Context: an optimization exercise on an open-source flow, tuned for small area, a short achievable clock period and few clock cycles per item. The choices shown serve that exercise and are no tape-out recipe. Where RTL was checked, it was by simulation tests only, not by an equivalence proof against the original. No activity file was given, so power comes from the tool's default toggle rates.

Design mvm_accum, start of the top module:
module mvm_accum (
    input  logic        clk,
    input  logic        rst,
    input  logic        clr,
    input  logic        s_valid,
    output logic        s_ready,
    input  logic [15:0] s_x,
    input  logic [47:0] s_w,
    output logic        m_valid,
    input  logic        m_ready,
    output logic [47:0] m_data,
    output logic [2:0]  m_ovf
);
    logic [1:0] bc;           
    logic       iv;           
    logic       ilast;        
    logic       afull;        
    logic       s_busy;       
    assign s_ready = ~s_busy;
    wire acc_b  = s_valid & s_ready & ~clr;
    wire o_load = afull & ~m_valid;
    wire [1:0] bc_n    = clr ? 2'd0 : acc_b ? ((bc == 2'd2) ? 2'd0 : bc + 2'd1) : bc;
    wire       afull_n = ~clr & ((iv & ilast) | (afull & ~o_load));
    wire       mval_n  = ~clr & (o_load | (m_valid & ~m_ready));
    wire [16:0] xe = {s_x, 1'b0};
    logic [7:0] eneg, eone, etwo;
    always_comb begin
        for (int i = 0; i < 8; i++) begin
            eneg[i] = xe[2*i+2] & ~(xe[2*i+1] & xe[2*i]);
            eone[i] = xe[2*i+1] ^ xe[2*i];
            etwo[i] = (xe[2*i+2] & ~xe[2*i+1] & ~xe[2*i]) | (~xe[2*i+2] & xe[2*i+1] & xe[2*i]);
        end
    end
    always_ff @(posedge clk or posedge rst) begin
        if (rst) begin
            bc      <= 2'd0;
            iv      <= 1'b0;
            ilast   <= 1'b0;
            afull   <= 1'b0;
            m_valid <= 1'b0;
            s_busy  <= 1'b0;
        end else begin
            bc      <= bc_n;
  ...
Size in the first run: roughly 380 flip-flops.
export LEC_CHECK = 0
export CAP_MARGIN = 20
export CORE_MARGIN = 2
export CORE_UTILIZATION = 40
export SLEW_MARGIN = 20
export SYNTH_HIERARCHICAL = 1
create_clock -name core_clock -period 9.0 [get_ports {clk}]
standard.sh (not shown) runs the stock make flow with config.mk's settings and CLKGATE_MAP_FILE= SYNTH_SCRIPT=/design/flow/synth_recipe.tcl, a recipe that flattens the netlist after the stock synthesis.
==> flow/flow/run.sh <==
#!/bin/bash
set -euo pipefail
mapfile -t KNOBS < <(grep -v '^\s*\(#\|$\)' flow/knobs.txt)
bash standard.sh "${KNOBS[@]}" finish > orfs_make.log 2>&1
==> flow/flow/knobs.txt <==
SETUP_SLACK_MARGIN=6.1
MATCH_CELL_FOOTPRINT=0
BUFFER_PORTS_ARGS=-buffer_cell sky130_fd_sc_hd__buf_2
Edit:
==> flow/flow/knobs.txt (replaced) <==
SETUP_SLACK_MARGIN=6.3
MATCH_CELL_FOOTPRINT=0
BUFFER_PORTS_ARGS=-buffer_cell sky130_fd_sc_hd__buf_2
Effect:
- The new run ran to the end with no violations
- non-clock buffer count goes up by 260
- utilization goes up by 5.7 points
- critical path depth does not change
- wire length goes up by 13%
Function was not checked in any run of this note: the RTL went through the layout flow alone.

---

## old
mvm_accum, a different RTL version from the one above (not shown whole).
For scale: about 380 flip-flops, roughly 120 I/O pins, about 33000 sq um of cells after synthesis.
Settings: LEC_CHECK=0, CAP_MARGIN=20, CORE_MARGIN=2, CORE_UTILIZATION=60, SLEW_MARGIN=20, SYNTH_HIERARCHICAL=1; clock period 9.0 ns.
==> flow/flow/knobs.txt <==
SETUP_SLACK_MARGIN=5.95
MATCH_CELL_FOOTPRINT=0
BUFFER_PORTS_ARGS=-buffer_cell sky130_fd_sc_hd__buf_2
Scripts as last shown in full above: flow/flow/run.sh
old | status: complete | timing, DRC, antenna: pass
Inputs modified between old and new:
# old
export LEC_CHECK = 0
export CAP_MARGIN = 20
export CORE_MARGIN = 2
export CORE_UTILIZATION = 60
export SLEW_MARGIN = 20
export SYNTH_HIERARCHICAL = 1
create_clock -name core_clock -period 9.0 [get_ports {clk}]
# new
export LEC_CHECK = 0
export CAP_MARGIN = 20
export CORE_MARGIN = 2
export CORE_UTILIZATION = 40
export SLEW_MARGIN = 20
export SYNTH_HIERARCHICAL = 1
create_clock -name core_clock -period 9.0 [get_ports {clk}]
## What came out
Compared with old, in new via count of the first global-routing pass moved up; global-route usage moved down. new ended with more overall power than old. Measured against each other, old and new differ in maximum fanout along the worst path, the higher figure coming from new.
No functional check of the RTL was part of any run of this note.

---

mvm_accum, a different RTL version from the one above (not shown whole).
Size in the first run: ~3100 cells after synthesis, about 380 flip-flops, roughly 33000 sq um of cells after synthesis.
clock: 9.0 ns
lec_check: 0
abc_clock_period_in_ps: 3000
cap_margin: 20
core_margin: 2
core_utilization: 55
setup_slack_margin: 5
slew_margin: 20
synth_hierarchical: 1
run.sh (not shown) runs the stock make flow with config.mk's settings and CLKGATE_MAP_FILE= SYNTH_SCRIPT=/design/flow/synth_recipe.tcl, a recipe that flattens the netlist after the stock synthesis.
Stock flow here: none of the scripts above is used.
Testbench counts at the start, summed over its fixed seeds: cycles 3,624, items 1,200.
Next try:
- ABC_CLOCK_PERIOD_IN_PS: 3000 -> not set
- CORE_UTILIZATION: 55 -> 40
- SETUP_SLACK_MARGIN: 5 -> not set
Effect: First-iteration DRC count fell by roughly a tenth; cell area climbs slightly; wire length decreases by a few percent; global-route usage went down by 8.6 points; sequential power is lower by a few percent; utilization came out lower by 16 points; synthesized cell count is unchanged.

---

exp/indigo:
Another version of the RTL of mvm_accum (not shown whole).
Size in the first run: ~380 flip-flops, roughly 120 I/O pins, ~33000 um^2 of cells after synthesis.
==> flow/config.mk <==
export PLATFORM = sky130hd
export DESIGN_NAME = mvm_accum
export DESIGN_NICKNAME = mvm_accum
export VERILOG_FILES = /design/flow/design.v
export SDC_FILE = /design/flow/constraint.sdc
export NUM_CORES = 4
export LEC_CHECK = 0
export CAP_MARGIN = 20
export CORE_MARGIN = 2
export CORE_UTILIZATION = 40
export CTS_CLUSTER_SIZE = 40
export SLEW_MARGIN = 20
export SYNTH_HIERARCHICAL = 1
==> flow/constraint.sdc <==
create_clock -name core_clock -period 9.0 [get_ports {clk}]
set_input_delay 1.8000 -clock core_clock [delete_from_list [all_inputs] [get_ports {clk}]]
set_output_delay 1.8000 -clock core_clock [all_outputs]
set_load 0.01 [all_outputs]
standard.sh (not shown) runs the stock make flow with config.mk's settings and CLKGATE_MAP_FILE= SYNTH_SCRIPT=/design/flow/synth_recipe.tcl, a recipe that flattens the netlist after the stock synthesis.
==> flow/flow/knobs.txt <==
SETUP_SLACK_MARGIN=6.03
MATCH_CELL_FOOTPRINT=0
BUFFER_PORTS_ARGS=-buffer_cell sky130_fd_sc_hd__buf_2
Scripts as last shown in full above: flow/flow/run.sh
Testbench counts of exp/indigo, summed over its fixed seeds: cycles 3,624, items 1,200.
diff inputs: exp/indigo => exp/sierra
# exp/indigo
export LEC_CHECK = 0
export CAP_MARGIN = 20
export CORE_MARGIN = 2
export CORE_UTILIZATION = 40
export CTS_CLUSTER_SIZE = 40
export SLEW_MARGIN = 20
export SYNTH_HIERARCHICAL = 1
create_clock -name core_clock -period 9.0 [get_ports {clk}]
# exp/sierra
export LEC_CHECK = 0
export CAP_MARGIN = 20
export CORE_MARGIN = 2
export CORE_UTILIZATION = 40
export SLEW_MARGIN = 20
export SYNTH_HIERARCHICAL = 1
create_clock -name core_clock -period 9.0 [get_ports {clk}]
==> flow/flow/knobs.txt <==
SETUP_SLACK_MARGIN=5.5
MATCH_CELL_FOOTPRINT=0
BUFFER_PORTS_ARGS=-buffer_cell sky130_fd_sc_hd__buf_2
In the reports for exp/indigo and exp/sierra, the smaller sequential share of layout area belongs to exp/indigo.
Row area added between synthesis and finish: exp/sierra lower / exp/indigo higher
Cell count of the worst reg-to-reg path, exp/indigo and exp/sierra, higher one = exp/indigo.
Looking at overall routed net length, exp/sierra sits 5.0 mm lower than exp/indigo does.
For sequential power, exp/sierra and exp/indigo come out practically identical.
Sort exp/indigo and exp/sierra by multi-input gate share of the layout cell area, descending, and exp/sierra comes first.
Diff exp/indigo -> exp/sierra: met2 global-route usage saw an increase, worst reg-to-reg setup slack shrank by 400 ps.
The power after layout number comes out lower for exp/sierra vs exp/indigo.
exp/sierra: critical path depth lower than exp/indigo
exp/sierra: measured slew at the worst slew-check pin higher than exp/indigo
> inputs changed (exp/sierra -> exp/umber)
# exp/sierra
export LEC_CHECK = 0
export CAP_MARGIN = 20
export CORE_MARGIN = 2
export CORE_UTILIZATION = 40
export SLEW_MARGIN = 20
export SYNTH_HIERARCHICAL = 1
create_clock -name core_clock -period 9.0 [get_ports {clk}]
# exp/umber
export LEC_CHECK = 0
export CAP_MARGIN = 20
export CORE_MARGIN = 2
export CORE_UTILIZATION = 40
export CTS_CLUSTER_SIZE = 40
export SLEW_MARGIN = 20
export SYNTH_HIERARCHICAL = 1
create_clock -name core_clock -period 9.0 [get_ports {clk}]
==> flow/flow/knobs.txt <==
SETUP_SLACK_MARGIN=5.95
MATCH_CELL_FOOTPRINT=0
BUFFER_PORTS_ARGS=-buffer_cell sky130_fd_sc_hd__buf_2
REMOVE_ABC_BUFFERS=1
## What came out
On relative contribution of the clock network to total power: between exp/umber and exp/sierra, it ends up higher for exp/sierra.
Relative to exp/sierra, cell area after layout has increased by about 3% in exp/umber.
As of exp/umber, post-detailed-routing wire length had risen by a few percent compared to exp/sierra.
exp/umber vs exp/sierra on first-pass iteration count of the detailed router: exp/umber is the higher one.
The final estimated routing congestion in global placement on exp/sierra is in line with that on exp/umber.
Lower clock network latency to the later pin of the worst-skew pair was reported by exp/sierra, not exp/umber.
Initial antenna violation count down 4 in exp/umber wrt exp/sierra
| maximum frequency | higher: exp/umber |
[compare] base=exp/sierra new=exp/umber: worst path setup slack after routing climbed 420 ps, number of filler cells placed in the layout dropped 42, ratio of final minimum period to clock period dropped 4.7 points.
Setup changes, exp/umber to exp/garnet
# exp/umber
export LEC_CHECK = 0
export CAP_MARGIN = 20
export CORE_MARGIN = 2
export CORE_UTILIZATION = 40
export CTS_CLUSTER_SIZE = 40
export SLEW_MARGIN = 20
export SYNTH_HIERARCHICAL = 1
create_clock -name core_clock -period 9.0 [get_ports {clk}]
# exp/garnet
export LEC_CHECK = 0
export CAP_MARGIN = 20
export CORE_MARGIN = 2
export CORE_UTILIZATION = 40
export SLEW_MARGIN = 20
export SYNTH_HIERARCHICAL = 1
create_clock -name core_clock -period 9.0 [get_ports {clk}]
==> flow/flow/knobs.txt <==
SETUP_SLACK_MARGIN=5.95
MATCH_CELL_FOOTPRINT=0
BUFFER_PORTS_ARGS=-buffer_cell sky130_fd_sc_hd__buf_2
CTS_ARGS=-sink_clustering_enable -repair_clock_nets -buf_list sky130_fd_sc_hd__clkbuf_16 -root_buf sky130_fd_sc_hd__clkbuf_16 -sink_clustering_buffer sky130_fd_sc_hd__clkbuf_16 -sink_buffer_max_cap_derate 0.04 -sink_clustering_size 30 -sink_clustering_max_diameter 120
## What came out
- The flow did not stop early for exp/umber: all stages ran, and the layout cleared the timing, DRC and antenna checks.
- exp/garnet finished every stage and its layout cleared the timing, DRC and antenna checks.
- Cmp exp/garnet vs exp/umber: clock period minus final worst setup slack higher in exp/garnet
- exp/garnet: mean routed wirelength per cell is about 1.4% lower than what exp/umber reported.
- ~same post-route clock period utilization in exp/umber and exp/garnet
- exp/umber → exp/garnet: total track usage lost 0.29 points, clock-buffer cell count has decreased, routed wire length now sits lower.
- Going from exp/umber to exp/garnet, fill cell instance count of the final layout has increased; number of standard cells in the layout, taps in and fillers out went down 1.3%; sum of met3 wire segment lengths after detailed routing shows an increase of 240 um.
- Relative to exp/umber, transition time at the pin with the least slew margin decreased by 110 ps in exp/garnet.
Changes in exp/ember relative to exp/garnet:
# exp/garnet
export LEC_CHECK = 0
export CAP_MARGIN = 20
export CORE_MARGIN = 2
export CORE_UTILIZATION = 40
export SLEW_MARGIN = 20
export SYNTH_HIERARCHICAL = 1
create_clock -name core_clock -period 9.0 [get_ports {clk}]
# exp/ember
export LEC_CHECK = 0
export CAP_MARGIN = 20
export CORE_MARGIN = 2
export CORE_UTILIZATION = 60
export SLEW_MARGIN = 20
export SYNTH_HIERARCHICAL = 1
create_clock -name core_clock -period 9.0 [get_ports {clk}]
==> flow/flow/knobs.txt <==
SETUP_SLACK_MARGIN=5.95
MATCH_CELL_FOOTPRINT=0
BUFFER_PORTS_ARGS=-buffer_cell sky130_fd_sc_hd__buf_2
--- outcome ---
exp/ember ended with every stage complete and zero timing, DRC or antenna violations. Compared to exp/garnet, the routing of exp/ember uses more wire. Type of the worst setup path = flop to output port: exp/garnet; type of the worst setup path = flop to flop: exp/ember. Comparing combined global-route utilization of all metal layers for exp/ember and exp/garnet, the smaller number came from exp/garnet. Sort exp/ember and exp/garnet by area growth from synthesis to final layout, ascending, and exp/garnet comes first. In the reports for exp/ember and exp/garnet, the larger worst setup slack after layout belongs to exp/garnet. Diff exp/garnet -> exp/ember: clock share of power rose 6.9 points; met1 routed wirelength after detailed routing fell 3.3%; internal cell power rose 0.00087 W; mean routed wirelength per cell rose 11%; total number of vias rose 3.3%. Sequential cell count delta (exp/garnet -> exp/ember): insignificant. The cell count number comes out higher for exp/garnet vs exp/ember.
#### Input delta (exp/violet over exp/ember)
# exp/ember
export LEC_CHECK = 0
export CAP_MARGIN = 20
export CORE_MARGIN = 2
export CORE_UTILIZATION = 60
export SLEW_MARGIN = 20
export SYNTH_HIERARCHICAL = 1
create_clock -name core_clock -period 9.0 [get_ports {clk}]
# exp/violet
export LEC_CHECK = 0
export CAP_MARGIN = 20
export CORE_MARGIN = 2
export CORE_UTILIZATION = 40
export SLEW_MARGIN = 20
export SYNTH_HIERARCHICAL = 1
create_clock -name core_clock -period 9.0 [get_ports {clk}]
==> flow/flow/knobs.txt <==
SETUP_SLACK_MARGIN=5.95
MATCH_CELL_FOOTPRINT=0
BUFFER_PORTS_ARGS=-buffer_cell sky130_fd_sc_hd__buf_2
CTS_ARGS=-sink_clustering_enable -repair_clock_nets -buf_list sky130_fd_sc_hd__clkbuf_16 -root_buf sky130_fd_sc_hd__clkbuf_16 -sink_clustering_buffer sky130_fd_sc_hd__clkbuf_16 -sink_buffer_max_cap_derate 0.03 -sink_clustering_size 24 -sink_clustering_max_diameter 100
## What came out
- exp/violet has data required time at the worst endpoint below what exp/ember had.
- Delta(met1 demand-to-capacity share in global routing, exp/violet - exp/ember) < 0
- exp/violet vs exp/ember — worst hold slack rose 24 ps.
- Of the two values seen for endpoint of the most critical setup path, g_lane[2].u_lane.acc_c[11] was produced by exp/ember and m_data[30] by exp/violet.
- Height of the die was higher in exp/violet than in exp/ember.
- Cell area | exp/violet vs exp/ember | exp/violet smaller
- Setup slack in exp/violet is larger than in exp/ember.
- Growth of design area from synthesis to finish delta for exp/violet relative to exp/ember: 1.4 points lower
- Comparing exp/ember against exp/violet, there is no change at all in count of flip-flops and latches.

---

## build 17
mvm_accum again, from the RTL that the note above started with.
Settings: LEC_CHECK=0, CAP_MARGIN=20, CORE_MARGIN=2, CORE_UTILIZATION=40, CTS_BUF_LIST=sky130_fd_sc_hd__clkbuf_4 sky130_fd_sc_hd__clkbuf_8, CTS_CLUSTER_SIZE=40, SLEW_MARGIN=20, SYNTH_HIERARCHICAL=1; clock period 9.0 ns.
==> flow/flow/knobs.txt <==
SETUP_SLACK_MARGIN=5.95
MATCH_CELL_FOOTPRINT=0
BUFFER_PORTS_ARGS=-buffer_cell sky130_fd_sc_hd__buf_2
Scripts as last shown in full above: flow/flow/run.sh
Both conditions hold for build 17: the flow ran to the end and the final layout passed the timing, DRC and antenna checks.
Testbench counts of build 17, summed over its fixed seeds: cycles 3,624, items 1,200.
Edits applied to the flow inputs when going from build 17 to build 8:
Settings: CTS_CLUSTER_SIZE: 40 -> unset; CTS_BUF_LIST: sky130_fd_sc_hd__clkbuf_4 sky130_fd_sc_hd__clkbuf_8 -> unset.
==> flow/flow/knobs.txt <==
SETUP_SLACK_MARGIN=5.95
MATCH_CELL_FOOTPRINT=0
BUFFER_PORTS_ARGS=-buffer_cell sky130_fd_sc_hd__buf_2
CTS_ARGS=-sink_clustering_enable -repair_clock_nets -buf_list sky130_fd_sc_hd__clkbuf_16 -root_buf sky130_fd_sc_hd__clkbuf_16 -sink_clustering_buffer sky130_fd_sc_hd__clkbuf_16 -sink_buffer_max_cap_derate 0.04 -sink_clustering_size 30 -sink_clustering_max_diameter 140
--- outcome ---
Area: build 8 vs build 17 -> build 8 smaller
NOTE: fraction of the cycle the final worst path needs in build 8 falls short of that of build 17
Build 17 has lower fraction of power consumed by combinational cells than build 8.
Re area added between synthesis and finish: build 8 and build 17 aren't equal, and the lower value belongs to build 8.
The run with more setup slack is build 8; build 17 has less.
For sequential power, build 17 and build 8 come out practically identical.
Build 8 ended with more routed wire length per instance than build 17.
For power consumption, dividing the value from build 17 by the value from build 8 gives 1.09.
Input-level comparison between build 54 and build 8:
Settings: setting CTS_CLUSTER_SIZE to 40 for the first time.
==> flow/flow/knobs.txt <==
SETUP_SLACK_MARGIN=5.95
MATCH_CELL_FOOTPRINT=0
BUFFER_PORTS_ARGS=-buffer_cell sky130_fd_sc_hd__buf_2
Results
The cell area after layout of build 54 exceeds that of build 8 by 2.7%.
Re switching share of power: build 8 was higher than build 54.
Multi-input combinational area share | build 54 below build 8
Fill cell instance count of the final layout shrinks slightly when moving from build 8 to build 54.
The higher minimum period implied by the final worst setup slack came out of build 54.
Clock slew seen by the registers of the worst setup and hold paths (lower): build 54
Routed wire in build 54 totals more than in build 8.
Comparing build 54 against build 8, there is no change at all in sum of negative setup slack.
Between build 54 and build 8, the difference in area taken by flip-flops and latches is negligible.
Setup changes, build 54 to build 58
==> flow/flow/knobs.txt <==
SETUP_SLACK_MARGIN=5.8
MATCH_CELL_FOOTPRINT=0
BUFFER_PORTS_ARGS=-buffer_cell sky130_fd_sc_hd__buf_2
[summary]
- Build 58 | stages: all done | timing, DRC, antenna: all pass
- The lower worst path arrival time of build 54 and build 58 is in build 54.
- Build 58 vs. build 54: routed wire length -about 2%; worst slack at placement +30 ps; total via count in the routed design -1.8%.
- The power in sequential cells of build 58 and that of build 54 are within noise of each other.
- [build 58] first-pass GRT wire length rose 0.92% relative to build 54
- First-iteration DRC count went up by a few percent going from build 54 to build 58.
- In the flow results for build 54 and build 58, the detailed-route wire length on metal 1 is larger on build 54.
- Relative to build 54, build 58 improves cell leakage power.
- Comparing build 54 and build 58, routing usage on met3 is lower on build 54.

[afterwards: timing with drivers on the ports]
How much do the figures lean on ideal ports? The routed layouts below were timed once more, with nothing changed but the port constraints.
Step 1: set_driving_cell puts a clkbuf_16 on clk and a buf_2 on each other input, an assumption about the parent block.
Step 2, shift: input delay + t, output delay - t, t = (earliest + latest rising clock arrival at the registers) / 2. This alone moves slack from input paths to output paths.
Three values: ideal ports, drivers, drivers and shift; two values: the first two.
run	t (ns)	setup WS [ns]	hold WS [ns]	slew at the worst register clock pin (ns)	worst slew at a driven data input, ns
the first run of note 1	0.654	6.042 / 5.991 / 6.010	0.527 / 0.527 / 0.527	0.06 / 0.06	0.15
the second run of note 1	0.669	6.029 / 5.975 / 5.948	0.529 / 0.529 / 0.529	0.07 / 0.07	0.13
old	0.645	5.985 / 5.923 / 5.582	0.483 / 0.483 / 0.483	0.07 / 0.07	0.13
new	0.657	6.004 / 5.969 / 5.683	0.481 / 0.481 / 0.481	0.07 / 0.07	0.12
the first run of note 3	0.646	5.306 / 5.306 / 5.306	0.545 / 0.545 / 0.545	0.06 / 0.06	0.06
the second run of note 3	0.667	5.282 / 5.282 / 5.282	0.539 / 0.539 / 0.539	0.07 / 0.07	0.15
exp/indigo	0.660	5.968 / 5.938 / 5.740	0.521 / 0.521 / 0.521	0.07 / 0.07	0.15
exp/sierra	0.660	5.570 / 5.570 / 5.570	0.514 / 0.514 / 0.514	0.06 / 0.06	0.16
exp/umber	0.664	5.993 / 5.928 / 5.669	0.525 / 0.525 / 0.525	0.06 / 0.06	0.11
exp/garnet	0.643	5.990 / 5.927 / 5.701	0.538 / 0.538 / 0.538	0.12 / 0.12	0.13
exp/ember	0.659	5.986 / 5.935 / 5.679	0.512 / 0.512 / 0.512	0.07 / 0.07	0.12
exp/violet	0.657	6.002 / 5.935 / 5.719	0.536 / 0.536 / 0.536	0.10 / 0.10	0.14
build 17	0.738	5.898 / 5.836 / 5.685	0.536 / 0.536 / 0.536	0.06 / 0.06	0.14
build 8	0.631	5.990 / 5.924 / 5.709	0.476 / 0.476 / 0.476	0.12 / 0.12	0.15
build 54	0.664	5.968 / 5.903 / 5.696	0.469 / 0.469 / 0.469	0.07 / 0.07	0.14
build 58	0.661	5.892 / 5.892 / 5.699	0.512 / 0.512 / 0.512	0.07 / 0.07	0.16
After both steps setup and hold are still met in every run listed. The setup slack of old, which loses most, moves by -0.062 ns with the drivers and by -0.403 ns with both steps.
